This design comes from an exercise in tuning for small area and a short achievable clock period on the open sky130 flow, not from production work.
RTL that was checked went through simulation tests only; none was proved equivalent to the original.
For runs 1 to 6, only the layout was checked, not whether the RTL still works.
Power and IR drop assume default switching activity.

[flow/run.sh]
#!/bin/bash
# synth_recipe.tcl (not shown) runs the flow's synth.tcl, then flattens the netlist and writes it again
# the make line also repeats each setting of config.mk as NAME=value (left out here)
make -C /OpenROAD-flow-scripts/flow DESIGN_CONFIG=/design/flow/config.mk WORK_HOME=/design/flow/orfs CLKGATE_MAP_FILE= SYNTH_SCRIPT=/design/flow/synth_recipe.tcl finish
[flow/config.mk]
export PLATFORM = sky130hd
export DESIGN_NAME = quire_acc_writer
export DESIGN_NICKNAME = quire_acc_writer
export VERILOG_FILES = /design/flow/design.v
export SDC_FILE = /design/flow/constraint.sdc
export NUM_CORES = 4
export LEC_CHECK = 0
export CAP_MARGIN = 20
export CORE_MARGIN = 2
export CORE_UTILIZATION = 40
export CTS_BUF_LIST = sky130_fd_sc_hd__clkbuf_8
export CTS_CLUSTER_DIAMETER = 45
export CTS_CLUSTER_SIZE = 16
export SETUP_SLACK_MARGIN = 2.8
export SLEW_MARGIN = 20
[flow/constraint.sdc]
create_clock -name core_clock -period 7.0 [get_ports {clk}]
set_input_delay 1.4000 -clock core_clock [delete_from_list [all_inputs] [get_ports {clk}]]
set_output_delay 1.4000 -clock core_clock [all_outputs]
set_load 0.01 [all_outputs]
[flow/design.v]
module quire_acc_writer (
    input  logic                     clk,
    input  logic                     rst_n,
    input  logic                     in_valid,
    output logic                     in_ready,
    input  logic [63:0]              in_mag,
    input  logic                     in_sign,
    input  logic [8:0]               in_off,
    input  logic                     flush,
    output logic                     csa_enable,
    input  logic [1:0]               adr_even,
    input  logic [1:0]               adr_odd,
    output logic [79:0]              frac_even,
    output logic [79:0]              frac_odd,
    input  logic                     rd_finish,
    output logic                     busy,
    output logic                     ovf,
    output logic                     guard_full
);
    typedef enum logic [1:0] {ACCUM, FLUSH_WAIT, DRAIN, CLEAR} state_t;
    state_t        state_q, state_d;
    logic          in_ready_q;
    logic          csa_enable_q;
    logic          ovf_q;
    logic          s1_v_q;
    logic [63:0]   s1_mag_q;
    logic          s1_sign_q;
    logic [8:0]    s1_off_q;
    logic          s2_v_q;
    logic [63:0]   s2_eop_q, s2_oop_q;
    logic          s2_sign_q;
    logic          s2_ovchk_q;
    logic          s2_hnz_q;
    logic          s2_clr_q;
    logic [3:0]    s2_ers_q, s2_ors_q;
    logic [3:0]    s2_ewe_q, s2_owe_q;
    logic [79:0]   even_q [4];
    logic [79:0]   odd_q  [4];
    logic          accept;
    logic [1:0]    ea, oa;
    logic [3:0]    ers, ors;
    logic [79:0]   e_rd, o_rd, e_sum, o_sum;
    logic          clr_d;
    logic          hnz;
    assign accept = in_valid & in_ready_q;
    assign guard_full = 1'b0;
    always_comb begin
        state_d = state_q;
        case (state_q)
            ACCUM:      if (flush)     state_d = FLUSH_WAIT;
            FLUSH_WAIT: if (!s1_v_q)   state_d = DRAIN;
            DRAIN:      if (rd_finish) state_d = CLEAR;
            CLEAR:                     state_d = ACCUM;
            default:                   state_d = ACCUM;
        endcase
    end
    always_ff @(posedge clk or negedge rst_n) begin
        if (!rst_n) begin
            state_q      <= ACCUM;
            in_ready_q   <= 1'b1;
            csa_enable_q <= 1'b1;
            s1_v_q       <= 1'b0;
            s2_v_q       <= 1'b0;
            s2_clr_q     <= 1'b0;
            s2_ewe_q     <= '0;
            s2_owe_q     <= '0;
            s2_ovchk_q   <= 1'b0;
        end else begin
            state_q      <= state_d;
            in_ready_q   <= (state_d == ACCUM);
            csa_enable_q <= (state_d != DRAIN) && (state_d != CLEAR);
            s1_v_q       <= accept;
            s2_v_q       <= s1_v_q;
            s2_clr_q     <= clr_d;
            s2_ewe_q     <= clr_d ? 4'hF : (s1_v_q ? ers : 4'h0);
            s2_owe_q     <= clr_d ? 4'hF : (s1_v_q ? ors : 4'h0);
            s2_ovchk_q   <= s1_v_q && (s1_off_q[8:6] == 3'd7);
        end
    end
    assign clr_d = (state_d == CLEAR);
    always_comb begin
        hnz = 1'b0;
        for (int i = 1; i < 64; i++) hnz = hnz | (s1_mag_q[i] & ({1'b0, s1_off_q[5:0]} >= 7'(64 - i)));
    end
    logic [127:0] w;
    assign w = {64'b0, s1_mag_q} << s1_off_q[5:0];
    assign oa = s1_off_q[8:7];
    assign ea = s1_off_q[8:7] + {1'b0, s1_off_q[6]};
    always_comb begin
        for (int i = 0; i < 4; i++) begin
            ors[i] = (oa == i[1:0]);
            ers[i] = (ea == i[1:0]) && (s1_off_q[8:6] != 3'd7);
        end
    end
    always_ff @(posedge clk) begin
        s1_mag_q  <= in_mag;
        s1_sign_q <= in_sign;
        s1_off_q  <= in_off;
        s2_sign_q <= s1_sign_q & !clr_d;
        s2_eop_q  <= ((s1_off_q[6] ? w[127:64] : w[63:0]) ^ {64{s1_sign_q}}) & {64{!clr_d}};
        s2_oop_q  <= ((s1_off_q[6] ? w[63:0] : w[127:64]) ^ {64{s1_sign_q}}) & {64{!clr_d}};
        s2_hnz_q  <= hnz;
        s2_ers_q  <= ers & {4{!clr_d}};
        s2_ors_q  <= ors & {4{!clr_d}};
    end
    always_comb begin
        e_rd = '0;
        o_rd = '0;
        for (int i = 0; i < 4; i++) begin
            e_rd = e_rd | (even_q[i] & {80{s2_ers_q[i]}});
            o_rd = o_rd | (odd_q[i]  & {80{s2_ors_q[i]}});
        end
    end
    qaw_sklansky_add #(.W(80)) u_eadd (
        .a(e_rd), .b({{16{s2_sign_q}}, s2_eop_q}), .ci(s2_sign_q), .s(e_sum));
    qaw_sklansky_add #(.W(80)) u_oadd (
        .a(o_rd), .b({{16{s2_sign_q}}, s2_oop_q}), .ci(s2_sign_q), .s(o_sum));
    always_ff @(posedge clk or negedge rst_n) begin
        if (!rst_n) begin
            ovf_q <= 1'b0;
            for (int i = 0; i < 4; i++) begin
                even_q[i] <= '0;
                odd_q[i]  <= '0;
            end
        end else begin
            if (s2_clr_q) ovf_q <= 1'b0;
            else if (s2_ovchk_q && s2_hnz_q) ovf_q <= 1'b1;
            for (int i = 0; i < 4; i++) begin
                if (s2_ewe_q[i]) even_q[i] <= e_sum;
                if (s2_owe_q[i]) odd_q[i]  <= o_sum;
            end
        end
    end
    assign in_ready   = in_ready_q;
    assign csa_enable = csa_enable_q;
    assign ovf        = ovf_q;
    assign busy       = (state_q != ACCUM) || s1_v_q || s2_v_q;
    assign frac_even  = even_q[adr_even];
    assign frac_odd   = odd_q[adr_odd];
endmodule
module qaw_sklansky_add #(parameter int W = 80) (
    input  logic [W-1:0] a,
    input  logic [W-1:0] b,
    input  logic         ci,
    output logic [W-1:0] s
);
    localparam int L = 7;   
    logic [W-1:0] p0;
    logic [W-1:0] g [L+1];
    logic [W-1:0] p [L+1];
    assign p0 = a ^ b;
    always_comb begin
        g[0] = a & b;
        p[0] = p0;
        g[0][0] = (a[0] & b[0]) | (p0[0] & ci);
        for (int l = 0; l < L; l++) begin
            g[l+1] = g[l];
            p[l+1] = p[l];
            for (int i = 0; i < W; i++) begin
                if (((i >> l) & 1) == 1) begin
                    g[l+1][i] = g[l][i] | (p[l][i] & g[l][((i >> l) << l) - 1]);
                    p[l+1][i] = p[l][i] & p[l][((i >> l) << l) - 1];
                end
            end
        end
    end
    assign s = p0 ^ {g[L][W-2:0], ci};
endmodule
==> out/results.txt, run 1 <==
Die width - 361 um
MaxCap Viol Count - 0
Min cycle time layout - 4190 ps
Required @ worst endpoint - 5600 ps
Post-layout util - 46.9%
Initial antenna violation count - 5
Max Slew Vio Count - 0
Syn. warnings - 6
Initial DRC count - 4397
Fill cell count - 11700
Asr flop ratio synth - 75.6%
Critical Path Start Type - primary input
Htree depth - 4
Placed cell areas - 0.0550 sq mm
GRT Total Usage - 24.6%
Total CTS buffers - 132
Routed WL - 164 mm
Ratio of cells with drive above 1 in the final layout - 25.1%
Area growth syn-to-layout - 16.8%
Placed insts - 6391
Syn_nets - 5003
Final Skew - 55.6 ps
Status - complete, no violations
R2r setup slk - 2910 ps
Vias per inst - 5.93
Via count - 39700
Synth Cell Area - 0.0510 sq mm
Most common flop cell mapped by yosys - dfrtp_1
Worst path arrival time - 2790 ps
Row count - 131
Final net count - 5171
Worst-path clk slew - 70 ps
Largest net degree at the start of global routing - 138
Vias in the first global route - 38300
CTS tree - yes
Final HPWL from detailed placement - 111 mm
Syn_area_per_cell - 10.8 sq um
Area of the multi-input gates - 0.0292 sq mm
GR Overflow Total - 0
# DRC - 0
Finish-stage setup viols - 0
Max Root-Sink Buffers - 3
Port Buffers - 246
Height of the die - 361 um
R2R cell count - 15
Post-route design area - 0.0596 sq mm
Antenna-violating nets left - 0
Post-synth cell types - 98
FF+latch area - 0.0208 sq mm
Post-synth EDFFs - 0
Number of synthesized register bits - 869
Leakage power - 24.6 nW
Core area - 0.127 sq mm
Final period util - 59.9%
Mapped Cells - 4748
Relative slew margins - 27.6%
Maximum VDD drop - 0.317 mV
Layout Cells excl Fill - 6692
Seq/Total Area, Yosys - 40.5%
CTS Sinks - 869
Routability congestion estimate - 0.957
1st-pass router iterations - 14
Wire length of the first global-routing pass - 246 mm
Critical path fanouts, max - 11
Crit Path Class - in -> out
RSZ-0062 raised after global routing - true
Hold Crit Class - reg -> reg
Tot Pwr - 28.6 mW
PD cells - 480 mW/mm^2
Final Hold Fails - 0
Setup tns final - 0 ps
Io pins - 248
Crit end category - primary output
Wire per inst - 24.6 um
Fmax - 0.239 GHz
Worst-margin pin slew - 1090 ps
DIE AREA - 0.130 sq mm
CTS root buf - clkbuf_8
Worst skew pair latency - 860 ps
Initial Util - 40.2%
Hold path depth - 1
stage by stage:
step	hold slack, ps	worst slack (ps)
finish	421	2810
global route	441	2750
CTS	423	2780
detailed placement	385	2040
global placement	384	2050
floorplan	352	2820
area by class of cell:
cell class / count / area share [%]
Multi-Input combinational cell: 3472 / 49.0
Sequential cell: 869 / 34.8
Timing Repair Buffer: 363 / 6.85
Tap cell: 1662 / 3.49
Clock buffer: 148 / 3.42
Clock inverter: 96 / 1.91
Inverter: 78 / 0.495
Antenna cell: 4 / 0.0168
state kept, by name, indices dropped and copies added, names as in the netlist, 2 cells and up:
register  count
even_q      320
odd_q       320
s1_mag_q     64
s2_eop_q     64
s2_oop_q     64
s1_off_q      9
s2_ers_q      4
s2_ewe_q      4
s2_ors_q      4
s2_owe_q      4
state_q       2
kinds of logic (layout without fill, tap and decap cells):
group	after synthesis	count (layout)	share of synthesized area (%)
compound gates	988	988	13.0
fa+ha+maj	172	172	4.45
flops	869	869	40.5
buf+inv	407	685	3.05
xor+xnor	248	248	4.30
simple gates	1132	1132	9.70
mux	931	931	25.0
other cells	1	5	0.00735
cell usage in the layout (no fill, tap or decap), drive strengths merged, types with 16 or more instances in the layout:
master,n
bufinv,16
and3,28
dlygate4sd2,44
buf,112
clkbuf,151
fa,16
nor2b,44
dfxtp,212
nand2b,16
nor3,57
nor2,388
o211ai,27
mux4,216
mux2i,153
ha,156
mux2,562
o21ai,189
a21o,43
o21a,27
xor2,86
nand3,53
nand2,438
and2,25
clkinv,31
a31oi,25
a22oi,327
dfrtp,655
nand4,28
a211oi,20
inv,119
dlymetal6s2s,25
clkdlybuf4s50,172
xnor2,162
a21oi,215
timing repair:
item | 4_1_cts | 5_1_grt
hold endpoints to repair | 0 | 0
endpoints found under the setup margin | 538 | 279
buffers inserted | 25 | 14
pin swaps | 6 | 26
gates cloned | 11 | 3
hold buffers | 0 | 0
gates resized for setup | 112 | 89
routing by layer:
layer	wire length [um]	GRT usage, %	share of wire [%]
met1	73300	35.3	45
met2	74100	37.6	45
met3	12400	4.71	7.5
met4	4590	7.56	2.8
met5	13	0	0.0079
critical path, cell delays in order:
cell and delay [ps]:
buf_16 140, buf_16 180, mux4_2 550, clkdlybuf4s50_1 500
Yosys cell counts, types with 53 or more instances:
library cell	number	area [sq um]
mux2_2	558	6280
nand2_1	438	1640
a21oi_1	213	1070
o21ai_0	180	901
a22oi_1	327	2450
xnor2_1	160	1400
nand3_1	53	265
dfxtp_1	212	4240
mux4_2	216	4860
inv_1	73	274
nor3_1	57	285
ha_1	156	1950
mux2i_1	153	1530
dfrtp_1	655	16400
buf_1	80	300
nor2_1	386	1450
xor2_1	85	744
clkbuf_1	236	886
path summary, 6_finish.rpt:
check / to / from
min reg2reg: ovf_q / s2_clr_q
max reg2reg: odd_q[1][56] / s2_ors_q[3]
min: ovf_q / s2_clr_q
min in group asynchronous: odd_q[2][69] / rst_n
max in group asynchronous: even_q[2][74] / rst_n
max: frac_odd[65] / adr_odd[0]
where the power goes:
group / switching [mW] / internal, mW / leakage, nW
clock: 2.39 / 2.67 / 1.65
combinational: 7.15 / 6.94 / 13.6
sequential: 2.19 / 7.30 / 9.37
total: 11.7 / 16.9 / 24.6
==> inputs of run 2 (changes only) <==
==> flow/flow/run.sh (new file) <==
#!/bin/bash
# The standard layout, with plain buffers on the ports instead of the resizer's default pick.
set -euo pipefail
export BUFFER_PORTS_ARGS="-buffer_cell sky130_fd_sc_hd__buf_2"
bash standard.sh > standard.log 2>&1
==> flow/standard.sh (new file) <==
#!/bin/bash
# synth_recipe.tcl (not shown) runs the flow's synth.tcl, then flattens the netlist and writes it again
# the make line also repeats each setting of config.mk as NAME=value (left out here)
make -C /OpenROAD-flow-scripts/flow DESIGN_CONFIG=/design/flow/config.mk WORK_HOME=/design/flow/orfs CLKGATE_MAP_FILE= SYNTH_SCRIPT=/design/flow/synth_recipe.tcl "${@:-finish}"
removed: flow/run.sh
==> run 2 against run 1 <==
Compared with the run above:
- non-clock buffer count is 14 lower
- cell count is 0.28% lower
- critical path depth stayed put
- total power is 2.4% lower
- via count is 0.71% lower
- critical endpoint is now frac_odd[64]
- count of clock-buffer cells in the layout is 2 lower
- global-route usage is 0.33 points lower
- cell area is 3.1% lower
- synthesized area stayed put
- fmax is 0.93% higher
- highest routed layer unchanged
- clock power is 4.9% lower
==> out/results.txt, run 2 <==
Status - complete, no violations
Io pins - 248
R2r setup slk - 2870 ps
Initial Util - 40.2%
Vias per inst - 5.91
Wire per inst - 24.1 um
1st-pass router iterations - 6
CP max stage cell - mux4_2
Required @ worst endpoint - 5600 ps
Tot Pwr - 28.0 mW
Antenna-violating nets left - 0
Top post-synthesis cells by area - dfrtp_1 (32%), mux2_2 (12%), mux4_2 (9.5%)
Core area - 0.127 sq mm
Via count - 39400
Largest net degree at the start of global routing - 150
Htree depth - 4
Setup WS pre-CTS - 2160 ps
PD cells - 484 mW/mm^2
Worst-path clk slew - 90 ps
Post-synth EDFFs - 0
Area growth syn-to-layout - 13.3%
Count leader, synth - dfrtp_1
Regs by FF count - even_q x320, odd_q x320
RSZ-0062 raised after global routing - true
Most frequent cells after synthesis - dfrtp_1 (655), mux2_2 (558), nand2_1 (438)
FF+latch area - 0.0208 sq mm
Final HPWL from detailed placement - 110 mm
Vias in the first global route - 38000
CTS root buf - clkbuf_8
Routed WL - 161 mm
Setup tns final - 0 ps
Syn. warnings - 6
CTS tree - yes
Sequence of cells on the critical path - buf_8 > buf_8 > mux4_2 > buf_2
Area of the multi-input gates - 0.0292 sq mm
Max Root-Sink Buffers - 3
Delay-heaviest family, CP - buffers and inverters
Finish-stage setup viols - 0
Leakage power - 24.0 nW
Max incr delay on CP - 430 ps
Final period util - 59.3%
Routability congestion estimate - 0.938
Synth Cell Area - 0.0510 sq mm
Critical Path Start Type - primary input
Post-route design area - 0.0578 sq mm
Initial antenna violation count - 7
# DRC - 0
Cell depth of the worst setup path - 4
Post-synth cell types - 98
Share of the synthesized area in the top cell type - 32.1%
Most common flop cell mapped by yosys - dfrtp_1
Final net count - 5155
Height of the die - 361 um
Hold path depth - 1
Min cycle time layout - 4150 ps
Commonest non-fill, non-tap cell in the layout - dfrtp_1
Relative slew margins - 31.1%
Mapped Cells - 4748
CP bufs+invs - 3
Max Slew Vio Count - 0
Hold Crit Class - reg -> reg
Total CTS buffers - 130
Maximum VDD drop - 0.199 mV
MaxCap Viol Count - 0
Worst path arrival time - 2750 ps
Die width - 361 um
Most frequent CP cell - buf_8
Crit Path Class - in -> out
Fmax - 0.241 GHz
Fill cell count - 11900
Asr flop ratio synth - 75.6%
GRT Total Usage - 24.3%
Final Skew - 70.5 ps
Synth area leader - dfrtp_1
Worst-margin pin slew - 1030 ps
Wire length of the first global-routing pass - 243 mm
Ratio of cells with drive above 1 in the final layout - 29.8%
Worst skew pair latency - 890 ps
DIE AREA - 0.130 sq mm
Crit end category - primary output
Placed cell areas - 0.0537 sq mm
GR Overflow Total - 0
Cts-stage hold buffer count - 0
Initial DRC count - 4350
Final Hold Fails - 0
Port Buffers - 246
Row count - 131
Syn_area_per_cell - 10.8 sq um
Seq/Total Area, Yosys - 40.5%
Syn_nets - 5003
Critical path fanouts, max - 41
R2R cell count - 10
Most frequent cells in the layout - dfrtp_1 (647), mux2_2 (558), nand2_1 (438)
Number of synthesized register bits - 869
CTS Sinks - 869
Setup WS post-layout - 2850 ps
-- run 2: cells by family after synthesis --
logic type | count (synthesis) | synth area share (%)
AO/OA/AOI/OAI | 988 | 13.0
XOR/XNOR | 248 | 4.30
adder cells (fa/ha/maj) | 172 | 4.45
buffers and inverters | 407 | 3.05
flip-flops | 869 | 40.5
multiplexers | 931 | 25.0
other | 1 | 0.00735
AND/OR/NAND/NOR | 1132 | 9.70
-- run 2: per-layer routing --
metal | vias to the layer above | global-route usage, % | wire length (um) | part of all wire, %
met5 | - | 0 | 8 | 0.0050
met4 | 2 | 8.03 | 5230 | 3.2
met3 | 278 | 4.11 | 12200 | 7.6
met2 | 1551 | 36.3 | 71600 | 44
met1 | 19800 | 35.6 | 72000 | 45
li1 | 17800 | - | - | -
-- run 2: timing repair --
action                                  CTS  global route
endpoints found under the setup margin  516           304
gates cloned                              2             0
pin swaps                                 6            21
resized for setup                        49            73
setup buffers                            19            29
-- run 2: path summary, 6_finish.rpt --
| path | end | start |
|---|---|---|
| hold reg to reg | ovf_q | s2_clr_q |
| setup / recovery | frac_odd[64] | adr_odd[1] |
| setup reg to reg | s2_eop_q[2] | s1_off_q[1] |
| hold / removal | ovf_q | s2_clr_q |
| min in group asynchronous | odd_q[0][36] | rst_n |
| max in group asynchronous | odd_q[2][53] | rst_n |
-- run 2: area by class of cell --
class | count | share of cell area, %
clock buffers | 146 | 3.48
clock inverters | 94 | 1.71
flip-flops and latches | 869 | 35.9
well taps | 1662 | 3.60
repair buffers | 349 | 4.16
inverters | 78 | 0.515
multi-input cells | 3472 | 50.6
diodes | 3 | 0.0130
-- run 2: worst reg2reg max path, stage by stage (launching register included) --
cell and delay, ps:
dfxtp_4 690, buf_4 570, mux4_2 430, nand2_1 100
o21ai_0 180, mux2i_1 640, mux2i_1 270, o21ai_0 280
o21ai_0 270, xnor2_1 480, nor2_1 80
-- run 2: metrics by stage --
step	cells	hold slack, ps	utilization (%)
4_1_cts	6641	401	45.0
6_report	6673	396	45.5
5_1_grt	6673	408	45.5
3_5_place_dp	6380	387	42.3
2_1_floorplan	4748	352	-
3_3_place_gp	6380	382	42.3
-- run 2: where the power goes --
part           total (mW)  leakage, nW  switching [mW]  internal, mW
Combinational        13.7         13.1            7.16          6.52
Sequential           9.46         9.37            2.16          7.30
Clock                4.81         1.53            2.39          2.42
Total                28.0         24.0            11.7          16.2
==> inputs of run 3 (changes only) <==
--- a/flow/config.mk
+++ b/flow/config.mk
@@ -8,5 +8,5 @@
 export CAP_MARGIN = 20
 export CORE_MARGIN = 2
-export CORE_UTILIZATION = 40
+export CORE_UTILIZATION = 55
 export CTS_BUF_LIST = sky130_fd_sc_hd__clkbuf_8
 export CTS_CLUSTER_DIAMETER = 45
==> run 3 against run 2 <==
Compared with the run above:
- still clean
- non-clock buffer count fell by 3
- via count decreased by 0.88%
- count of clock-buffer cells in the layout shrank 18
- worst hold slack improved by 19 ps
- clock skew fell by 25 ps
- synthesized cell count unchanged
- sequential power shrank 1%
==> out/results.txt, run 3 <==
Wire length of the first global-routing pass - 235 mm
Htree depth - 3
Hold Crit Class - reg -> reg
Number of synthesized register bits - 869
Syn_nets - 5003
Fill cell count - 7694
Vias in the first global route - 37900
Setup WS pre-CTS - 2160 ps
CTS Sinks - 869
Post-synth EDFFs - 0
Via count - 39100
Crit end category - primary output
Asr flop ratio synth - 75.6%
Count leader, synth - dfrtp_1
Worst-path clk slew - 80 ps
Setup WS post-layout - 2860 ps
Synth area leader - dfrtp_1
Setup tns final - 0 ps
Height of the die - 309 um
# DRC - 0
GR Overflow Total - 0
Synth Cell Area - 0.0510 sq mm
Most frequent cells in the layout - dfrtp_1 (647), mux2_2 (558), nand2_1 (438)
Ratio of cells with drive above 1 in the final layout - 29.6%
Syn. warnings - 6
Worst-margin pin slew - 1070 ps
Final Hold Fails - 0
Critical path fanouts, max - 59
RSZ-0062 raised after global routing - true
MaxCap Viol Count - 0
Top post-synthesis cells by area - dfrtp_1 (32%), mux2_2 (12%), mux4_2 (9.5%)
Die width - 309 um
Commonest non-fill, non-tap cell in the layout - dfrtp_1
Hold path depth - 1
Leakage power - 23.8 nW
CTS tree - yes
1st-pass router iterations - 6
Fmax - 0.242 GHz
Required @ worst endpoint - 5600 ps
Status - complete, no violations
Area growth syn-to-layout - 11.9%
Largest net degree at the start of global routing - 162
Worst hold endpoint - ovf_q
Mapped Cells - 4748
Routed WL - 155 mm
Share of the synthesized area in the top cell type - 32.1%
Final net count - 5139
Finish-stage setup viols - 0
Min cycle time layout - 4140 ps
Initial Util - 55.6%
Most frequent cells after synthesis - dfrtp_1 (655), mux2_2 (558), nand2_1 (438)
Initial antenna violation count - 4
Final Skew - 45.0 ps
Io pins - 248
Max Slew Vio Count - 0
Relative slew margins - 28.6%
Routability congestion estimate - 0.964
Worst skew pair latency - 830 ps
Sequential share of power - 34.0%
Clock share of power - 16.6%
DIE AREA - 0.0953 sq mm
Vias per inst - 6.27
Placed cell areas - 0.0531 sq mm
CTS root buf - clkbuf_8
Regs by FF count - even_q x320, odd_q x320
Worst path arrival time - 2740 ps
Max Root-Sink Buffers - 3
Maximum VDD drop - 0.313 mV
RR Startpoint - s2_ers_q[2]
Wire per inst - 24.9 um
R2R cell count - 17
Post-layout util - 62.2%
Syn_area_per_cell - 10.8 sq um
Min-delay src - s2_clr_q
PD cells - 482 mW/mm^2
Cell Int Power - 16.0 mW
Most common flop cell mapped by yosys - dfrtp_1
Crit Path Class - in -> out
Port Buffers - 246
Row count - 111
Initial DRC count - 3909
Post-synth cell types - 98
Logic pwr share - 49.4%
Seq/Total Area, Yosys - 40.5%
Post-route design area - 0.0571 sq mm
Total CTS buffers - 117
GRT Total Usage - 32.3%
R2r setup slk - 2920 ps
Final period util - 59.1%
Psw - 11.5 mW
Antenna-violating nets left - 0
Final HPWL from detailed placement - 102 mm
Critical Path Start Type - primary input
Core area - 0.0918 sq mm
Sw Ratio - 41.9%
Cts-stage hold buffer count - 0
Worst r2r dst - even_q[0][76]
WHS - 415 ps
run 3: how the worst max path moves through the flow:
stage | slack (ps) | cells after the start | endpoint | start
2_1_floorplan | 2820 | 19 | even_q[0][74] | s2_ers_q[3]
3_3_place_gp | 2200 | 4 | frac_odd[60] | adr_odd[0]
3_5_place_dp | 2160 | 4 | frac_odd[49] | adr_odd[0]
4_1_cts | 2800 | 16 | even_q[3][69] | s2_ers_q[0]
5_1_grt | 2730 | 17 | even_q[3][76] | s2_ers_q[0]
6_report | 2860 | 4 | frac_odd[42] | adr_odd[1]
run 3: area by class of cell:
cell class / instances / area [sq um] / area share (%)
well taps: 1243 / 1560 / 2.72
inverters: 78 / 295 / 0.517
diodes: 3 / 7.51 / 0.0131
repair buffers: 346 / 2430 / 4.26
multi-input cells: 3472 / 29200 / 51.2
clock buffers: 128 / 1760 / 3.09
clock inverters: 95 / 1050 / 1.84
flip-flops and latches: 869 / 20800 / 36.4
run 3: per-layer routing:
layer  vias up  routed length [um]  GRT usage (%)  share of wire, %
li1      17700                   -              -                 -
met1     19600               69200           46.7                45
met2      1412               70600           50.3                45
met3       274               10100           4.55               6.5
met4         0                5270           10.6               3.4
met5         -                   0              0                 0
run 3: through the flow:
step	instances	total power, mW
after CTS	6209	27.2
final	6234	27.5
after global routing	6234	29.4
after floorplan	4748	18.4
after detailed placement	5961	22.4
after global placement	5961	22.2
run 3: what timing repair did:
action                                  4_1_cts  5_1_grt
endpoints found under the setup margin      516      280
gates cloned                                  2        0
pin swaps                                     4       24
setup buffers                                23       22
hold endpoints to repair                      0        0
resized for setup                            36       69
run 3: cell families (layout without fill, tap and decap cells):
group	count (synthesis)	count (layout)	share of synthesized area (%)
AND/OR/NAND/NOR	1132	1132	9.70
AO/OA/AOI/OAI	988	988	13.0
adder cells (fa/ha/maj)	172	172	4.45
flip-flops	869	869	40.5
buffers and inverters	407	647	3.05
multiplexers	931	931	25.0
XOR/XNOR	248	248	4.30
other	1	4	0.00735
run 3: critical path: stages:
cell,delay (ps)
buf_12,320
buf_6,340
mux4_2,430
buf_2,170
run 3: power groups by stage:
stage | logic (mW) | registers (mW) | clock network [mW]
2_1_floorplan | 10.0 | 8.42 | 0
3_3_place_gp | 12.7 | 9.47 | 0
3_5_place_dp | 12.9 | 9.49 | 0
4_1_cts | 13.2 | 9.32 | 4.68
5_1_grt | 14.8 | 9.64 | 4.89
6_report | 13.6 | 9.36 | 4.58
==> inputs of run 4 (changes only) <==
==> flow/flow/run.sh (replaced) <==
#!/bin/bash
# The standard layout, with plain buffers on the ports instead of the resizer's default pick,
# and a clock tree built from clkbuf_8 without dummy balancing loads.
set -euo pipefail
export BUFFER_PORTS_ARGS="-buffer_cell sky130_fd_sc_hd__buf_2"
export CTS_ARGS="-sink_clustering_enable -repair_clock_nets -dont_use_dummy_load -buf_list sky130_fd_sc_hd__clkbuf_8 -sink_clustering_size 16 -sink_clustering_max_diameter 45"
bash standard.sh > standard.log 2>&1
--- a/flow/config.mk
+++ b/flow/config.mk
@@ -8,5 +8,5 @@
 export CAP_MARGIN = 20
 export CORE_MARGIN = 2
-export CORE_UTILIZATION = 55
+export CORE_UTILIZATION = 40
 export CTS_BUF_LIST = sky130_fd_sc_hd__clkbuf_8
 export CTS_CLUSTER_DIAMETER = 45
==> run 4 against run 3 <==
Compared with the run above:
- first-iteration DRC count up 10%
- fmax decreased by 0.45%
- die area up 37%
- routed wire length is 3.8% higher
- global-route usage decreased by 8.1 points
- register-to-register slack got worse by 20 ps
- setup slack lost 19 ps
- non-clock buffer count decreased by 1
- synthesized cell count stayed put
- synthesized area unchanged
- sequential power is 1% higher
- largest cell class unchanged
- highest routed layer is now met5
==> out/results.txt, run 4 <==
Status - complete, no violations
Wire length of the first global-routing pass - 242 mm
Antenna-violating nets left - 0
Worst-margin pin slew - 1040 ps
Core area - 0.127 sq mm
Syn_nets - 5003
Largest family of logic cells by synthesized area - multiplexers
Placed insts - 6380
Post-synth cell types - 98
PD cells - 471 mW/mm^2
Row count - 131
Tot Pwr - 26.7 mW
Setup WS post-layout - 2850 ps
Io pins - 248
Routability congestion estimate - 0.938
Post-synthesis simple-gate area fraction - 9.70%
Worst-path clk slew - 90 ps
Max incr delay on CP - 430 ps
Setup WS pre-CTS - 2160 ps
Largest net degree at the start of global routing - 150
Worst skew pair latency - 890 ps
Mux cell area share after synthesis - 25.0%
Relative slew margins - 30.8%
GR Overflow Total - 0
Top post-synthesis cells by area - dfrtp_1 (32%), mux2_2 (12%), mux4_2 (9.5%)
Layout Cells excl Fill - 6560
Most common flop cell mapped by yosys - dfrtp_1
RSZ-0062 raised after global routing - true
Required @ worst endpoint - 5600 ps
Critical path fanouts, max - 41
Leakage power - 23.4 nW
GRT Total Usage - 24.2%
Setup tns final - 0 ps
Fmax - 0.241 GHz
Seq/Total Area, Yosys - 40.5%
Most frequent cells in the layout - dfrtp_1 (647), mux2_2 (558), nand2_1 (438)
Asr flop ratio synth - 75.6%
Die width - 361 um
# DRC - 0
Area share of fa/ha/maj cells after synthesis - 4.45%
Crit end category - primary output
Commonest non-fill, non-tap cell in the layout - dfrtp_1
Maximum VDD drop - 0.204 mV
Number of synthesized register bits - 869
WHS - 397 ps
Vias in the first global route - 37800
Most frequent cells after synthesis - dfrtp_1 (655), mux2_2 (558), nand2_1 (438)
Finish-stage setup viols - 0
Final net count - 5151
Post-synth EDFFs - 0
Initial Util - 40.2%
MaxCap Viol Count - 0
Sequence of cells on the critical path - buf_8 > buf_8 > mux4_2 > buf_2
Regs by FF count - even_q x320, odd_q x320
Vias per inst - 5.97
CTS Sinks - 869
Total CTS buffers - 130
Most frequent CP cell - buf_8
Mapped Cells - 4748
Compound-Gate Fraction of Synth Area - 13.0%
Final Hold Fails - 0
Min cycle time layout - 4150 ps
CTS tree - yes
Port Buffers - 246
Crit Path Class - in -> out
Max Root-Sink Buffers - 3
CP max stage cell - mux4_2
Area growth syn-to-layout - 11.0%
DIE AREA - 0.130 sq mm
Critical Path Start Type - primary input
Initial DRC count - 4307
Xor and xnor area share after synthesis - 4.30%
Final HPWL from detailed placement - 110 mm
Final Skew - 129 ps
Routed WL - 161 mm
Count leader, synth - dfrtp_1
CTS root buf - clkbuf_8
Height of the die - 361 um
Ratio of cells with drive above 1 in the final layout - 28.6%
Syn. warnings - 6
Max Slew Vio Count - 0
Share of the synthesized area in the top cell type - 32.1%
Wire per inst - 24.5 um
Synth Cell Area - 0.0510 sq mm
Syn_area_per_cell - 10.8 sq um
Final period util - 59.4%
Synth area leader - dfrtp_1
Via count - 39200
Htree depth - 4
Initial antenna violation count - 7
Hold Crit Class - reg -> reg
Cts-stage hold buffer count - 0
1st-pass router iterations - 6
Worst path arrival time - 2750 ps
-- run 4: through the flow --
step           utilization [%]  area [sq um]
5_1_grt                   44.6         56600
3_5_place_dp              42.3         53700
4_1_cts                   44.0         55900
3_3_place_gp              42.3         53700
6_report                  44.6         56600
2_1_floorplan                -         51100
-- run 4: path summary, 6_finish.rpt --
kind / start / endpoint / slack, ps / depth (start not counted)
setup / recovery: adr_odd[1] / frac_odd[64] / 2850 / 4
hold / removal: s2_clr_q / ovf_q / 400 / 1
setup reg to reg: s1_off_q[1] / s2_eop_q[2] / 2900 / 10
hold reg to reg: s2_clr_q / ovf_q / 400 / 1
max in group asynchronous: rst_n / odd_q[1][53] / 5130 / 2
min in group asynchronous: rst_n / odd_q[3][39] / 500 / 1
-- run 4: per-layer routing --
metal / GRT usage [%] / up-vias / part of all wire (%)
li1: - / 17600 / -
met1: 35.4 / 19700 / 45
met2: 36.3 / 1489 / 44
met3: 4.22 / 286 / 7.2
met4: 7.97 / 2 / 3.4
met5: 0 / - / 0.0050
-- run 4: critical path, delay by kind of cell --
family	cells	cell delay, ps
buffers and inverters	3	860
multiplexers	1	430
-- run 4: cells by family (layout without fill, tap and decap cells) --
group,after synthesis,after routing
adders and majority gates,172,172
other,1,5
muxes,931,931
DFF,869,869
buffers and inverters,407,553
xor gates and xnor gates,248,248
AOI/OAI and AO/OA,988,988
and+or+nand+nor,1132,1132
-- run 4: cell type report --
| class | count | area, sq um |
|---|---|---|
| fill | 11900 | 70400 |
| tap | 1662 | 2080 |
| multi-input combinational | 3472 | 29300 |
| clock buffer | 130 | 1790 |
| inverter | 78 | 295 |
| antenna | 4 | 10.0 |
| sequential | 869 | 20800 |
| timing repair buffer | 345 | 2390 |
-- run 4: timing repair --
| action | 4_1_cts | 5_1_grt |
|---|---|---|
| setup buffers | 17 | 27 |
| gates cloned | 2 | 0 |
| pin swaps | 7 | 29 |
| endpoints found under the setup margin | 522 | 331 |
| resized for setup | 51 | 83 |
-- run 4: report_power, final --
part           switching, mW  internal [mW]
Combinational           7.18           6.54
Sequential              2.16           7.31
Clock                   1.87           1.64
Total                   11.2           15.5
==> inputs of run 5 (changes only) <==
--- a/flow/design.v
+++ b/flow/design.v
@@ -24,5 +24,5 @@
     logic          ovf_q;
     logic          s1_v_q;
-    logic [63:0]   s1_mag_q;
+    logic [63:0]   s1_rot_q;
     logic          s1_sign_q;
     logic [8:0]    s1_off_q;
@@ -34,4 +34,5 @@
     logic          s2_clr_q;
     logic [3:0]    s2_ers_q, s2_ors_q;
+    logic [3:0]    s2_ersv_q, s2_orsv_q;   
     logic [3:0]    s2_ewe_q, s2_owe_q;
     logic [79:0]   even_q [4];
@@ -42,5 +43,4 @@
     logic [79:0]   e_rd, o_rd, e_sum, o_sum;
     logic          clr_d;
-    logic          hnz;
     assign accept = in_valid & in_ready_q;
     assign guard_full = 1'b0;
@@ -79,10 +79,12 @@
     end
     assign clr_d = (state_d == CLEAR);
-    always_comb begin
-        hnz = 1'b0;
-        for (int i = 1; i < 64; i++) hnz = hnz | (s1_mag_q[i] & ({1'b0, s1_off_q[5:0]} >= 7'(64 - i)));
-    end
-    logic [127:0] w;
-    assign w = {64'b0, s1_mag_q} << s1_off_q[5:0];
+    logic [63:0] r0, r1, r2, r3, r4, rot_d, tm;
+    assign r0 = in_off[0] ? {in_mag[62:0], in_mag[63]} : in_mag;
+    assign r1 = in_off[1] ? {r0[61:0], r0[63:62]} : r0;
+    assign r2 = in_off[2] ? {r1[59:0], r1[63:60]} : r1;
+    assign r3 = in_off[3] ? {r2[55:0], r2[63:56]} : r2;
+    assign r4 = in_off[4] ? {r3[47:0], r3[63:48]} : r3;
+    assign rot_d = in_off[5] ? {r4[31:0], r4[63:32]} : r4;
+    always_comb for (int i = 0; i < 64; i++) tm[i] = (i[5:0] >= s1_off_q[5:0]) ^ s1_off_q[6];
     assign oa = s1_off_q[8:7];
     assign ea = s1_off_q[8:7] + {1'b0, s1_off_q[6]};
@@ -94,13 +96,15 @@
     end
     always_ff @(posedge clk) begin
-        s1_mag_q  <= in_mag;
+        s1_rot_q  <= rot_d;
         s1_sign_q <= in_sign;
         s1_off_q  <= in_off;
         s2_sign_q <= s1_sign_q & !clr_d;
-        s2_eop_q  <= ((s1_off_q[6] ? w[127:64] : w[63:0]) ^ {64{s1_sign_q}}) & {64{!clr_d}};
-        s2_oop_q  <= ((s1_off_q[6] ? w[63:0] : w[127:64]) ^ {64{s1_sign_q}}) & {64{!clr_d}};
-        s2_hnz_q  <= hnz;
+        s2_eop_q  <= ((s1_rot_q & tm) ^ {64{s1_sign_q}}) & {64{!clr_d}};
+        s2_oop_q  <= ((s1_rot_q & ~tm) ^ {64{s1_sign_q}}) & {64{!clr_d}};
+        s2_hnz_q  <= ((s1_rot_q & tm) != '0);
         s2_ers_q  <= ers & {4{!clr_d}};
         s2_ors_q  <= ors & {4{!clr_d}};
+        s2_ersv_q <= ers & {4{!clr_d & s1_v_q}};
+        s2_orsv_q <= ors & {4{!clr_d & s1_v_q}};
     end
     always_comb begin
--- a/flow/config.mk
+++ b/flow/config.mk
@@ -8,5 +8,5 @@
 export CAP_MARGIN = 20
 export CORE_MARGIN = 2
-export CORE_UTILIZATION = 40
+export CORE_UTILIZATION = 55
 export CTS_BUF_LIST = sky130_fd_sc_hd__clkbuf_8
 export CTS_CLUSTER_DIAMETER = 45
==> run 5 against run 4 <==
Compared with the run above:
- still clean
- worst hold slack better by 3.5 ps
- highest routed layer is now met4
- setup slack worse by 25 ps
- core utilization up 16 points
- first-iteration DRC count down 23%
- clock skew down 24 ps
- non-clock buffer count down 9
- synthesized cell count down 4.1%
- die area down 27%
- critical path type unchanged
- sequential power up 1%
- count of clock-buffer cells in the layout down 12
- critical path depth unchanged
==> out/results.txt, run 5 <==
Status - complete, no violations
Sequence of cells on the critical path - buf_12 > buf_4 > mux4_2 > buf_2
Fill cell count - 7726
CTS Sinks - 869
Vias per inst - 6.30
Compound-Gate Fraction of Synth Area - 11.4%
Final Skew - 105 ps
Antenna-violating nets left - 0
Largest family of logic cells by synthesized area - multiplexers
Critical path fanouts, max - 60
Routability congestion estimate - 0.974
CP bufs+invs - 3
MaxCap Viol Count - 0
Area growth syn-to-layout - 9.45%
Sequential share of power - 36.2%
PD cells - 470 mW/mm^2
Max Slew Vio Count - 0
Cell Int Power - 15.4 mW
Mux cell area share after synthesis - 26.4%
Syn_area_per_cell - 11.3 sq um
Routed WL - 151 mm
Port Buffers - 246
Max Root-Sink Buffers - 3
Post-synth cell types - 84
Finish-stage setup viols - 0
Leakage power - 23.8 nW
Wire length of the first global-routing pass - 230 mm
FF+latch area - 0.0208 sq mm
CP max stage cell - buf_4
Initial DRC count - 3322
CTS tree - yes
Setup WS pre-CTS - 2020 ps
Share of the synthesized area in the top cell type - 32.0%
Sw Ratio - 41.8%
# DRC - 0
Final HPWL from detailed placement - 100 mm
Syn. warnings - 6
Relative slew margins - 22.6%
R2r setup slk - 2960 ps
Delay-heaviest family, CP - buffers and inverters
Xor and xnor area share after synthesis - 5.30%
Worst path arrival time - 2780 ps
Final Hold Fails - 0
Required @ worst endpoint - 5600 ps
Regs by FF count - even_q x320, odd_q x320
Vias in the first global route - 36600
Max incr delay on CP - 420 ps
Most frequent cells after synthesis - dfrtp_1 (655), mux2_2 (567), nand2_1 (395)
Area share of fa/ha/maj cells after synthesis - 4.45%
Crit end category - primary output
Post-synthesis simple-gate area fraction - 8.56%
Count leader, synth - dfrtp_1
Final period util - 59.7%
Row count - 111
Post-layout util - 61.0%
Most frequent cells in the layout - dfrtp_1 (647), mux2_2 (567), nand2_1 (394)
Initial Util - 55.7%
Commonest non-fill, non-tap cell in the layout - dfrtp_1
Top post-synthesis cells by area - dfrtp_1 (32%), mux4_2 (13%), mux2_2 (12%)
Io pins - 248
Worst-path clk slew - 50 ps
Worst skew pair latency - 820 ps
Synth area leader - dfrtp_1
Wire per inst - 25.4 um
Syn_nets - 4810
Critical Path Start Type - primary input
GRT Total Usage - 31.7%
Number of synthesized register bits - 869
Die width - 309 um
Htree depth - 3
DIE AREA - 0.0957 sq mm
Logic pwr share - 51.4%
Largest net degree at the start of global routing - 167
Synth Cell Area - 0.0513 sq mm
Fmax - 0.239 GHz
Height of the die - 309 um
WHS - 401 ps
Asr flop ratio synth - 75.6%
Total CTS buffers - 118
Clock share of power - 12.3%
GR Overflow Total - 0
Final net count - 4966
Most common flop cell mapped by yosys - dfrtp_1
Cts-stage hold buffer count - 0
Ratio of cells with drive above 1 in the final layout - 30.7%
Psw - 11.0 mW
Area of the multi-input gates - 0.0290 sq mm
Setup WS post-layout - 2820 ps
Via count - 37500
Worst-margin pin slew - 1160 ps
CTS root buf - clkbuf_8
Setup tns final - 0 ps
Crit Path Class - in -> out
RSZ-0062 raised after global routing - true
Mapped Cells - 4555
Maximum VDD drop - 0.256 mV
Seq/Total Area, Yosys - 40.3%
Initial antenna violation count - 3
Core area - 0.0921 sq mm
Min cycle time layout - 4180 ps
Hold Crit Class - reg -> reg
1st-pass router iterations - 6
Post-synth EDFFs - 0
[run 5: changes by cell type in the layout (fill, tap and decap cells not counted), moves of 44 or more]
cell,before,now
nand2_1,438,394
o21ai_0,174,126
a21oi_1,210,127
mux2i_1,153,65
nor2b_1,43,89
mux4_2,216,288
inv_1,72,185
xor2_1,83,178
nor2_1,385,237
[run 5: metrics by stage]
stage	cells	power, mW	area [sq um]
after floorplan	4555	18.6	51300
after global placement	5783	22.5	53400
after detailed placement	5783	22.7	53400
after CTS	5935	26.2	55700
after global routing	5953	28.2	56100
final	5954	26.4	56100
[run 5: logic make-up after synthesis]
kind of cell	Yosys count
buffers and inverters	487
DFF	869
and+or+nand+nor	960
AOI/OAI and AO/OA	836
xor gates and xnor gates	308
adders and majority gates	173
muxes	921
other	1
[run 5: metal layers]
metal	vias to the layer above	GRT usage, %	wire length, um	part of all wire [%]
met3	228	4.41	8830	5.8
met2	1175	49.2	69600	46
met5	-	0	0	0
met1	19200	46.7	68300	45
met4	0	8.93	4460	2.9
li1	16900	-	-	-
[run 5: final timing paths]
path,from,end,depth (start not counted)
max,adr_odd[1],frac_odd[57],4
min,s2_clr_q,ovf_q,1
max reg2reg,s2_ors_q[0],odd_q[1][65],15
min reg2reg,s2_clr_q,ovf_q,1
max in group asynchronous,rst_n,odd_q[0][49],2
min in group asynchronous,rst_n,even_q[2][74],1
[run 5: what timing repair did]
action	4_1_cts	5_1_grt
pin swaps	2	6
endpoints found under the setup margin	541	194
gates cloned	2	0
gates resized for setup	37	42
endpoints found under the hold margin	0	0
setup buffers	32	17
[run 5: power by group through the flow]
stage / logic [mW] / registers (mW) / clock network [mW]
finish: 13.6 / 9.56 / 3.26
global route: 14.9 / 9.84 / 3.54
CTS: 13.3 / 9.53 / 3.34
detailed placement: 13.0 / 9.71 / 0
floorplan: 10.1 / 8.52 / 0
global placement: 12.8 / 9.67 / 0
[run 5: area by class of cell]
type | count | area share, %
Timing Repair Buffer | 336 | 4.38
Inverter | 187 | 1.26
Antenna cell | 2 | 0.00892
Sequential cell | 869 | 37.0
Clock buffer | 118 | 2.89
Tap cell | 1243 | 2.77
Multi-Input combinational cell | 3199 | 51.7
[run 5: worst reg2reg max path: cells and delay by family, from the launching register on]
| family | cells | cell delay, ps |
|---|---|---|
| AOI/OAI and AO/OA | 8 | 1720 |
| xor gates and xnor gates | 1 | 240 |
| adders and majority gates | 2 | 780 |
| buffers and inverters | 2 | 350 |
| DFF | 1 | 380 |
| and+or+nand+nor | 2 | 390 |
==> inputs of run 6 (changes only) <==
--- a/flow/config.mk
+++ b/flow/config.mk
@@ -8,5 +8,5 @@
 export CAP_MARGIN = 20
 export CORE_MARGIN = 2
-export CORE_UTILIZATION = 55
+export CORE_UTILIZATION = 65
 export CTS_BUF_LIST = sky130_fd_sc_hd__clkbuf_8
 export CTS_CLUSTER_DIAMETER = 45
==> run 6 against run 5 <==
Compared with the run above:
- still clean on timing, DRC and antenna
- sequential cell count unchanged
- total power down 1.2%
- fmax is 1.7% higher
- clock skew grew 28 ps
- synthesized cell count stayed put
- core utilization up 11 points
- setup slack improved by 70 ps
- critical path depth stayed put
- largest cell class unchanged
- highest routed layer unchanged
==> out/results.txt, run 6 <==
CP max stage cell - mux4_2
Setup WS post-layout - 2890 ps
Initial Util - 66.0%
Setup WS pre-CTS - 2130 ps
Htree depth - 3
Post-synthesis simple-gate area fraction - 8.56%
Asr flop ratio synth - 75.6%
WHS - 323 ps
Cts-stage hold buffer count - 0
DIE AREA - 0.0812 sq mm
Compound-Gate Fraction of Synth Area - 11.4%
Most frequent cells in the layout - dfrtp_1 (647), mux2_2 (567), nand2_1 (395)
Hold Crit Class - reg -> reg
Mux cell area share after synthesis - 26.4%
Ratio of cells with drive above 1 in the final layout - 30.6%
Via count - 37700
1st-pass router iterations - 9
Critical path fanouts, max - 32
Number of synthesized register bits - 869
Largest net degree at the start of global routing - 156
Routability congestion estimate - 1.03
Area share of fa/ha/maj cells after synthesis - 4.45%
CP bufs+invs - 3
Vias in the first global route - 36300
PD cells - 469 mW/mm^2
Worst skew pair latency - 770 ps
Most common flop cell mapped by yosys - dfrtp_1
Max Root-Sink Buffers - 3
MaxCap Viol Count - 0
Port Buffers - 246
Relative slew margins - 27.4%
Seq/Total Area, Yosys - 40.3%
Fmax - 0.243 GHz
Worst-margin pin slew - 1090 ps
Post-synth cell types - 84
Maximum VDD drop - 0.287 mV
Worst path arrival time - 2710 ps
Sequence of cells on the critical path - buf_16 > buf_6 > mux4_2 > buf_2
RSZ-0062 raised after global routing - true
Initial antenna violation count - 1
Final period util - 58.7%
Final Hold Fails - 0
Critical Path Start Type - primary input
Largest family of logic cells by synthesized area - multiplexers
Commonest non-fill, non-tap cell in the layout - dfrtp_1
Max Slew Vio Count - 0
Syn. warnings - 6
Syn_nets - 4810
CTS root buf - clkbuf_8
Die width - 285 um
Vias per inst - 6.56
Post-synth EDFFs - 0
Status - complete, no violations
Row count - 102
Routed WL - 142 mm
Max incr delay on CP - 570 ps
Wire per inst - 24.7 um
Crit Path Class - in -> out
CTS tree - yes
Synth area leader - dfrtp_1
Height of the die - 285 um
Required @ worst endpoint - 5600 ps
Core area - 0.0777 sq mm
# DRC - 0
Area growth syn-to-layout - 8.53%
Final HPWL from detailed placement - 94.5 mm
Initial DRC count - 3292
Top post-synthesis cells by area - dfrtp_1 (32%), mux4_2 (13%), mux2_2 (12%)
Xor and xnor area share after synthesis - 5.30%
Total CTS buffers - 107
Met1 Wirelength - 61.1 mm
Final net count - 4960
Finish-stage setup viols - 0
Share of the synthesized area in the top cell type - 32.0%
Syn_area_per_cell - 11.3 sq um
GR Overflow Total - 0
Wire length of the first global-routing pass - 219 mm
GRT Total Usage - 34.8%
Min cycle time layout - 4110 ps
Antenna-violating nets left - 0
Final Skew - 133 ps
Max layer used - met4
Count leader, synth - dfrtp_1
Most frequent cells after synthesis - dfrtp_1 (655), mux2_2 (567), nand2_1 (395)
Delay-heaviest family, CP - buffers and inverters
Worst-path clk slew - 90 ps
Post-layout util - 71.6%
Setup tns final - 0 ps
CTS Sinks - 869
Leakage power - 23.7 nW
Met3 WL - 10.0 mm
Crit end category - primary output
Mapped Cells - 4555
Regs by FF count - even_q x320, odd_q x320
Routed wl met2 - 66.6 mm
Io pins - 248
Synth Cell Area - 0.0513 sq mm
run 6: final timing paths:
| check | depth (start not counted) | start | slack, ps | endpoint |
|---|---|---|---|---|
| setup / recovery | 4 | adr_even[0] | 2890 | frac_even[71] |
| hold / removal | 1 | s2_clr_q | 320 | ovf_q |
| setup reg to reg | 16 | s2_ers_q[2] | 2910 | even_q[3][23] |
| hold reg to reg | 1 | s2_clr_q | 320 | ovf_q |
| max in group asynchronous | 2 | rst_n | 4750 | odd_q[1][36] |
| min in group asynchronous | 1 | rst_n | 660 | even_q[1][74] |
run 6: area by class of cell:
| type | instances | area, sq um |
|---|---|---|
| timing repair buffer | 341 | 2400 |
| antenna | 2 | 5.00 |
| fill | 5658 | 22100 |
| multi-input combinational | 3199 | 29000 |
| tap | 1040 | 1300 |
| inverter | 187 | 704 |
| sequential | 869 | 20800 |
| clock buffer | 107 | 1470 |
run 6: kinds of logic (layout without fill, tap and decap cells):
family	after synthesis	count (layout)
and+or+nand+nor	960	960
muxes	921	921
DFF	869	869
AOI/OAI and AO/OA	836	836
buffers and inverters	487	635
xor gates and xnor gates	308	308
adders and majority gates	173	173
other	1	3
run 6: power by group:
group / internal, mW / switching (mW) / leakage, nW / total (mW)
logic: 6.51 / 7.04 / 13.5 / 13.6
registers: 7.39 / 2.08 / 9.42 / 9.47
clock network: 1.34 / 1.71 / 0.769 / 3.06
run 6: per-stage QoR:
step,std cells,power (mW),instance area [sq um]
3_5_place_dp,5584,22.5,53100
3_3_place_gp,5584,22.2,53100
6_report,5745,26.1,55600
5_1_grt,5745,27.8,55600
4_1_cts,5726,25.8,55300
2_1_floorplan,4555,18.6,51300
run 6: repair_timing:
action / 4_1_cts / 5_1_grt
pin swaps: 6 / 11
resized for setup: 49 / 31
gates cloned: 2 / 0
setup buffers: 33 / 17
endpoints found under the setup margin: 520 / 201
run 6: layer usage:
| layer | global-route usage [%] | vias up |
|---|---|---|
| met4 | 10.2 | 0 |
| met1 | 51.0 | 19100 |
| met2 | 54.7 | 1492 |
| li1 | - | 16900 |
| met3 | 4.77 | 244 |
| met5 | 0 | - |
==> inputs of run 7 (changes only) <==
--- a/flow/design.v
+++ b/flow/design.v
@@ -38,4 +38,6 @@
     logic [79:0]   even_q [4];
     logic [79:0]   odd_q  [4];
+    logic [3:0]    elive_q, olive_q;
+    logic [3:0]    elive_d, olive_d;
     logic          accept;
     logic [1:0]    ea, oa;
@@ -73,6 +75,6 @@
             s2_v_q       <= s1_v_q;
             s2_clr_q     <= clr_d;
-            s2_ewe_q     <= clr_d ? 4'hF : (s1_v_q ? ers : 4'h0);
-            s2_owe_q     <= clr_d ? 4'hF : (s1_v_q ? ors : 4'h0);
+            s2_ewe_q     <= s1_v_q ? ers : 4'h0;
+            s2_owe_q     <= s1_v_q ? ors : 4'h0;
             s2_ovchk_q   <= s1_v_q && (s1_off_q[8:6] == 3'd7);
         end
@@ -99,12 +101,12 @@
         s1_sign_q <= in_sign;
         s1_off_q  <= in_off;
-        s2_sign_q <= s1_sign_q & !clr_d;
-        s2_eop_q  <= ((s1_rot_q & tm) ^ {64{s1_sign_q}}) & {64{!clr_d}};
-        s2_oop_q  <= ((s1_rot_q & ~tm) ^ {64{s1_sign_q}}) & {64{!clr_d}};
+        s2_sign_q <= s1_sign_q;
+        s2_eop_q  <= (s1_rot_q & tm) ^ {64{s1_sign_q}};
+        s2_oop_q  <= (s1_rot_q & ~tm) ^ {64{s1_sign_q}};
         s2_hnz_q  <= ((s1_rot_q & tm) != '0);
-        s2_ers_q  <= ers & {4{!clr_d}};
-        s2_ors_q  <= ors & {4{!clr_d}};
-        s2_ersv_q <= ers & {4{!clr_d & s1_v_q}};
-        s2_orsv_q <= ors & {4{!clr_d & s1_v_q}};
+        s2_ers_q  <= ers & elive_d;
+        s2_ors_q  <= ors & olive_d;
+        s2_ersv_q <= ers & elive_d & {4{s1_v_q}};
+        s2_orsv_q <= ors & olive_d & {4{s1_v_q}};
     end
     always_comb begin
@@ -120,18 +122,22 @@
     qaw_sklansky_add #(.W(80)) u_oadd (
         .a(o_rd), .b({{16{s2_sign_q}}, s2_oop_q}), .ci(s2_sign_q), .s(o_sum));
+    assign elive_d = s2_clr_q ? 4'h0 : (elive_q | s2_ewe_q);
+    assign olive_d = s2_clr_q ? 4'h0 : (olive_q | s2_owe_q);
     always_ff @(posedge clk or negedge rst_n) begin
         if (!rst_n) begin
-            ovf_q <= 1'b0;
-            for (int i = 0; i < 4; i++) begin
-                even_q[i] <= '0;
-                odd_q[i]  <= '0;
-            end
+            ovf_q   <= 1'b0;
+            elive_q <= 4'h0;
+            olive_q <= 4'h0;
         end else begin
             if (s2_clr_q) ovf_q <= 1'b0;
             else if (s2_ovchk_q && s2_hnz_q) ovf_q <= 1'b1;
-            for (int i = 0; i < 4; i++) begin
-                if (s2_ewe_q[i]) even_q[i] <= e_sum;
-                if (s2_owe_q[i]) odd_q[i]  <= o_sum;
-            end
+            elive_q <= elive_d;
+            olive_q <= olive_d;
+        end
+    end
+    always_ff @(posedge clk) begin
+        for (int i = 0; i < 4; i++) begin
+            if (s2_ewe_q[i]) even_q[i] <= e_sum;
+            if (s2_owe_q[i]) odd_q[i]  <= o_sum;
         end
     end
@@ -140,6 +146,6 @@
     assign ovf        = ovf_q;
     assign busy       = (state_q != ACCUM) || s1_v_q || s2_v_q;
-    assign frac_even  = even_q[adr_even];
-    assign frac_odd   = odd_q[adr_odd];
+    assign frac_even  = even_q[adr_even] & {80{elive_q[adr_even]}};
+    assign frac_odd   = odd_q[adr_odd] & {80{olive_q[adr_odd]}};
 endmodule
 module qaw_sklansky_add #(parameter int W = 80) (
--- a/flow/config.mk
+++ b/flow/config.mk
@@ -12,4 +12,4 @@
 export CTS_CLUSTER_DIAMETER = 45
 export CTS_CLUSTER_SIZE = 16
-export SETUP_SLACK_MARGIN = 2.8
+export SETUP_SLACK_MARGIN = 3.1
 export SLEW_MARGIN = 20
==> run 7 against run 6 <==
Compared with the run above:
- sequential power decreased by 19%
- count of clock-buffer cells in the layout decreased by 10
- critical path depth increased by 11
- routed wire length grew 5.4%
- synthesized cell count down 18%
- clock skew is 1.2 ps higher
- clock power is 5% lower
- cell count shrank 12%
- die area is 7.9% lower
- critical endpoint is now odd_q[0][79]
==> out/results.txt, run 7 <==
Status - complete, no violations
1st-pass router iterations - 7
Initial Util - 65.8%
Mapped Cells - 3742
Fill cell count - 4097
Share of the synthesized area in the top cell type - 40.7%
Die width - 273 um
Synth Cell Area - 0.0472 sq mm
Htree depth - 3
Fmax - 0.238 GHz
Final HPWL from detailed placement - 88.8 mm
Commonest non-fill, non-tap cell in the layout - edfxtp_1
Crit Path Class - reg -> reg
Post-synth EDFFs - 640
CTS tree - yes
Syn_nets - 3997
Min cycle time layout - 4210 ps
WHS - 353 ps
Height of the die - 273 um
FF+latch area - 0.0242 sq mm
Worst-margin pin slew - 1130 ps
Number of synthesized register bits - 877
Area growth syn-to-layout - 18.8%
PD cells - 314 mW/mm^2
Wire length of the first global-routing pass - 204 mm
Most frequent cells in the layout - edfxtp_1 (640), nand2_1 (357), mux4_2 (288)
Total CTS buffers - 97
RSZ-0062 raised after global routing - true
Finish-stage setup viols - 0
Row count - 98
Critical path fanouts, max - 23
Port Buffers - 246
Routed WL - 150 mm
Antenna-violating nets left - 0
Wire per inst - 29.7 um
# DRC - 0
Worst path arrival time - 4680 ps
Routability congestion estimate - 0.946
MaxCap Viol Count - 0
Worst-path clk slew - 90 ps
DIE AREA - 0.0748 sq mm
Via count - 35100
Placed cell areas - 0.0492 sq mm
Seq/Total Area, Yosys - 51.1%
Io pins - 248
Maximum VDD drop - 0.232 mV
Post-synth cell types - 79
Relative slew margins - 24.0%
Largest net degree at the start of global routing - 67
GRT Total Usage - 36.3%
Max Root-Sink Buffers - 3
Setup WS post-layout - 2790 ps
Synth area leader - edfxtp_1
Worst skew pair latency - 750 ps
Initial antenna violation count - 7
Most frequent cells after synthesis - edfxtp_1 (640), nand2_1 (374), a22oi_1 (316)
Syn_area_per_cell - 12.6 sq um
CTS root buf - clkbuf_8
Leakage power - 21.5 nW
Final Hold Fails - 0
Asr flop ratio synth - 2.85%
Setup tns final - 0 ps
Final net count - 4344
Initial DRC count - 4609
Vias in the first global route - 33300
Hold Crit Class - reg -> reg
Most common flop cell mapped by yosys - edfxtp_1
Final Skew - 134 ps
Post-route design area - 0.0560 sq mm
Crit end category - flip-flop
Ratio of cells with drive above 1 in the final layout - 30.2%
GR Overflow Total - 0
Top post-synthesis cells by area - edfxtp_1 (41%), mux4_2 (14%), dfxtp_1 (9.0%)
Cts-stage hold buffer count - 0
Post-layout util - 78.1%
Count leader, synth - edfxtp_1
Required @ worst endpoint - 7470 ps
Syn. warnings - 6
Core area - 0.0717 sq mm
Regs by FF count - even_q x320, odd_q x320
Area of the multi-input gates - 0.0237 sq mm
Vias per inst - 6.97
CTS Sinks - 877
Critical Path Start Type - flip-flop
Max Slew Vio Count - 0
Setup WS pre-CTS - 1940 ps
Final period util - 60.1%
run 7: what timing repair did:
item,4_1_cts,5_1_grt
pin swaps,35,93
setup endpoints to repair,633,481
buffers inserted,64,59
gates resized for setup,196,388
gates cloned,27,29
run 7: worst paths after layout:
path	from	to	slack (ps)	depth (start not counted)
worst max register to register	s2_ors_q[0]	odd_q[0][79]	2790	15
worst max-delay path	s2_ors_q[0]	odd_q[0][79]	2790	15
worst min-delay path	s1_rot_q[16]	s2_oop_q[16]	350	2
min in group asynchronous	rst_n	elive_q[2]	640	1
max in group asynchronous	rst_n	s2_owe_q[3]	5930	1
worst min register to register	s1_rot_q[16]	s2_oop_q[16]	350	2
run 7: critical path, cell delays in order (launching register included):
cell	delay, ps
dfxtp_4	410
buf_4	150
bufbuf_16	300
a22oi_1	200
nand2_1	210
ha_1	420
nand4_1	180
nor2_1	190
nand4_1	240
nor3_2	280
a32oi_4	200
o31a_1	340
o311ai_4	420
o31ai_2	110
xnor2_1	150
buf_4	160
run 7: area by class of cell:
class | instances | area share, %
diodes | 2 | 0.00893
inverters | 162 | 1.09
well taps | 950 | 2.12
clock buffers | 97 | 2.38
repair buffers | 468 | 8.98
flip-flops and latches | 877 | 43.1
multi-input cells | 2483 | 42.3
run 7: per-layer routing:
| layer | up-vias | track usage [%] | share of wire, % |
|---|---|---|---|
| met2 | 2354 | 59.7 | 48 |
| li1 | 14800 | - | - |
| met1 | 17500 | 49.2 | 37 |
| met4 | 6 | 13.7 | 5.2 |
| met5 | - | 0 | 0.029 |
| met3 | 479 | 5.71 | 10 |
run 7: through the flow:
step	power, mW	cells
6_report	17.6	5039
5_1_grt	18.2	5038
4_1_cts	16.2	4949
2_1_floorplan	11.1	3742
3_3_place_gp	12.5	4761
3_5_place_dp	12.8	4761
run 7: cells by family (layout without fill, tap and decap cells):
family / Yosys count / after routing / synth area share [%]
compound gates: 750 / 751 / 10.9
flops: 877 / 877 / 51.1
xor+xnor: 316 / 316 / 5.87
simple gates: 885 / 885 / 8.99
fa+ha+maj: 173 / 173 / 4.84
buf+inv: 383 / 727 / 3.05
mux: 357 / 357 / 15.3
other cells: 1 / 3 / 0.00795
run 7: where the power goes:
| group | internal [mW] | leakage [nW] | switching, mW | total [mW] |
|---|---|---|---|---|
| Clock | 1.22 | 0.697 | 1.68 | 2.90 |
| Sequential | 7.08 | 7.90 | 0.574 | 7.65 |
| Combinational | 3.04 | 12.9 | 4.02 | 7.06 |
==> inputs of run 8 (changes only) <==
--- a/flow/config.mk
+++ b/flow/config.mk
@@ -12,4 +12,4 @@
 export CTS_CLUSTER_DIAMETER = 45
 export CTS_CLUSTER_SIZE = 16
-export SETUP_SLACK_MARGIN = 3.1
+export SETUP_SLACK_MARGIN = 2.6
 export SLEW_MARGIN = 20
==> run 8 against run 7 <==
Compared with the run above:
- critical endpoint is now frac_even[22]
- via count down 6.6%
- still clean on timing, DRC and antenna
- critical path type is now in -> out
- global-route usage is 2.0 points lower
- highest routed layer is now met4
- cell area shrank 8.5%
==> out/results.txt, run 8 <==
Status - complete, no violations
Cts-stage hold buffer count - 0
Relative slew margins - 31.6%
Sw Ratio - 34.3%
PD cells - 311 mW/mm^2
Beginning of the critical path - adr_even[1]
Syn_area_per_cell - 12.6 sq um
Crit Path Class - in -> out
Final period util - 62.2%
Sequential share of power - 47.7%
DIE AREA - 0.0748 sq mm
Count leader, synth - edfxtp_1
Psw - 5.47 mW
Hold Crit Class - reg -> reg
GRT Total Usage - 34.3%
Die width - 273 um
Routed WL - 129 mm
Most common flop cell mapped by yosys - edfxtp_1
Placed cell areas - 0.0492 sq mm
R2r setup slk - 2710 ps
Largest net degree at the start of global routing - 81
Max Slew Vio Count - 0
Setup WS pre-CTS - 1750 ps
Area growth syn-to-layout - 8.68%
Final net count - 4199
Initial DRC count - 3737
Leakage power - 19.6 nW
Final Skew - 120 ps
Share of the synthesized area in the top cell type - 40.7%
R2R cell count - 18
Vias per inst - 6.70
Initial antenna violation count - 1
Delay-heaviest family, CP - buffers and inverters
Regs by FF count - even_q x320, odd_q x320
Ratio of cells with drive above 1 in the final layout - 21.0%
Setup WS post-layout - 2650 ps
RSZ-0062 raised after global routing - true
Vias in the first global route - 32300
Via count - 32800
Fmax - 0.230 GHz
Required @ worst endpoint - 5600 ps
RR Startpoint - s2_ors_q[2]
Final Hold Fails - 0
Cell depth of the worst setup path - 5
Most frequent cells in the layout - edfxtp_1 (640), nand2_1 (374), a22oi_1 (316)
Finish-stage setup viols - 0
Height of the die - 273 um
Worst-path clk slew - 80 ps
Port Buffers - 246
Htree depth - 3
Commonest non-fill, non-tap cell in the layout - edfxtp_1
Synth area leader - edfxtp_1
Sequence of cells on the critical path - buf_6 > buf_12 > mux4_2 > nor2b_1 > buf_2
Maximum VDD drop - 0.289 mV
Max Root-Sink Buffers - 3
CTS root buf - clkbuf_8
Critical Path Start Type - primary input
Io pins - 248
Crit end category - primary output
Synth Cell Area - 0.0472 sq mm
Core area - 0.0717 sq mm
Final HPWL from detailed placement - 89.2 mm
Syn_nets - 3997
Worst r2r dst - odd_q[2][47]
Worst-margin pin slew - 1030 ps
CTS Sinks - 877
Routability congestion estimate - 0.960
Asr flop ratio synth - 2.85%
GR Overflow Total - 0
Post-route design area - 0.0513 sq mm
Most frequent cells after synthesis - edfxtp_1 (640), nand2_1 (374), a22oi_1 (316)
MaxCap Viol Count - 0
Row count - 98
1st-pass router iterations - 8
Tot Pwr - 16.0 mW
Wire length of the first global-routing pass - 194 mm
Number of synthesized register bits - 877
Syn. warnings - 6
Top post-synthesis cells by area - edfxtp_1 (41%), mux4_2 (14%), dfxtp_1 (9.0%)
Post-synth cell types - 79
Wire per inst - 26.5 um
Setup tns final - 0 ps
Logic pwr share - 33.5%
# DRC - 0
Post-layout util - 71.5%
Antenna-violating nets left - 0
Critical path fanouts, max - 64
Min cycle time layout - 4350 ps
CP bufs+invs - 3
Worst setup endpoint - frac_even[22]
Initial Util - 65.8%
Clock share of power - 18.9%
Seq/Total Area, Yosys - 51.1%
Worst path arrival time - 2950 ps
Max incr delay on CP - 390 ps
Mapped Cells - 3742
Post-synth EDFFs - 640
Worst skew pair latency - 770 ps
Total CTS buffers - 107
CTS tree - yes
Cell Int Power - 10.5 mW
CP max stage cell - buf_12
[run 8: cell counts after synthesis]
Identical to the previous run, type by type.
[run 8: area by class of cell]
cell class | instances | area, sq um
diodes | 1 | 2.50
clock buffers | 107 | 1470
fillers | 4892 | 20400
inverters | 162 | 608
multi-input cells | 2483 | 21800
flip-flops and latches | 877 | 24200
well taps | 950 | 1190
repair buffers | 313 | 2030
[run 8: how the worst min path moves through the flow]
stage	startpoint	to	slack, ps	cells after the start
2_1_floorplan	s1_sign_q	s2_sign_q	340	0
4_1_cts	s1_rot_q[16]	s2_oop_q[16]	460	2
5_1_grt	s1_rot_q[16]	s2_oop_q[16]	480	2
3_3_place_gp	ovf_q	ovf_q	470	2
3_5_place_dp	s1_rot_q[16]	s2_oop_q[16]	490	2
6_report	s1_rot_q[16]	s2_oop_q[16]	460	2
[run 8: cells by family after synthesis]
| group | synth area share (%) |
|---|---|
| adders and majority gates | 4.84 |
| muxes | 15.3 |
| AOI/OAI and AO/OA | 10.9 |
| DFF | 51.1 |
| and+or+nand+nor | 8.99 |
| xor gates and xnor gates | 5.87 |
| buffers and inverters | 3.05 |
| other | 0.00795 |
[run 8: routing by layer]
layer | track usage, % | up-vias | part of all wire, %
met1 | 47.1 | 16500 | 40
met3 | 5.18 | 267 | 7.9
met4 | 12.8 | 0 | 3.7
met5 | 0 | - | 0
met2 | 55.8 | 1600 | 49
li1 | - | 14500 | -
[run 8: power groups by stage]
stage | sequential, mW | clock (mW) | combinational (mW)
6_report | 7.61 | 3.01 | 5.34
5_1_grt | 7.65 | 3.24 | 5.81
3_3_place_gp | 7.70 | 0 | 4.82
3_5_place_dp | 7.73 | 0 | 5.08
4_1_cts | 7.59 | 3.04 | 5.22
2_1_floorplan | 7.47 | 0 | 3.62
[run 8: timing repair]
item,4_1_cts,5_1_grt
gates resized for setup,51,40
buffers inserted,17,4
pin swaps,2,8
cloned,1,0
setup endpoints to repair,552,232
[run 8: worst min-delay path: stages (launching register included)]
cell and delay, ps:
dfxtp_1 310, nand2_1 70, xnor2_1 70
[run 8: per-stage QoR]
stage / hold WS [ps] / std cells
2_1_floorplan: 341 / 3742
3_3_place_gp: 472 / 4762
3_5_place_dp: 493 / 4763
4_1_cts: 461 / 4888
5_1_grt: 479 / 4893
6_report: 462 / 4893

[re-timing with driven ports]
In the flow no input, the clock included, has a driving cell. The finished layouts below were timed again as built, in two steps.
Step 1: set_driving_cell puts a clkbuf_16 on clk and a buf_2 on each other input, an assumption about the parent block.
Step 2, shift: input delay + t, output delay - t, t = (earliest + latest rising clock arrival at the registers) / 2. This alone moves slack from input paths to output paths.
Slacks: no drivers / after step 1 / after step 2; pairs: no drivers / after step 1.
| run | t (ns) | setup WS [ns] |
|---|---|---|
| run 1 | 0.905 | 2.807 / 2.497 / 2.497 |
| run 2 | 0.923 | 2.846 / 2.781 / 2.781 |
| run 3 | 0.875 | 2.864 / 2.751 / 2.751 |
| run 4 | 0.889 | 2.845 / 2.777 / 2.777 |
| run 5 | 0.824 | 2.820 / 2.734 / 2.482 |
| run 6 | 0.781 | 2.890 / 2.738 / 2.533 |
| run 7 | 0.756 | 2.791 / 2.613 / 2.613 |
| run 8 | 0.770 | 2.646 / 2.603 / 2.603 |
After both steps every run listed still meets setup and hold.
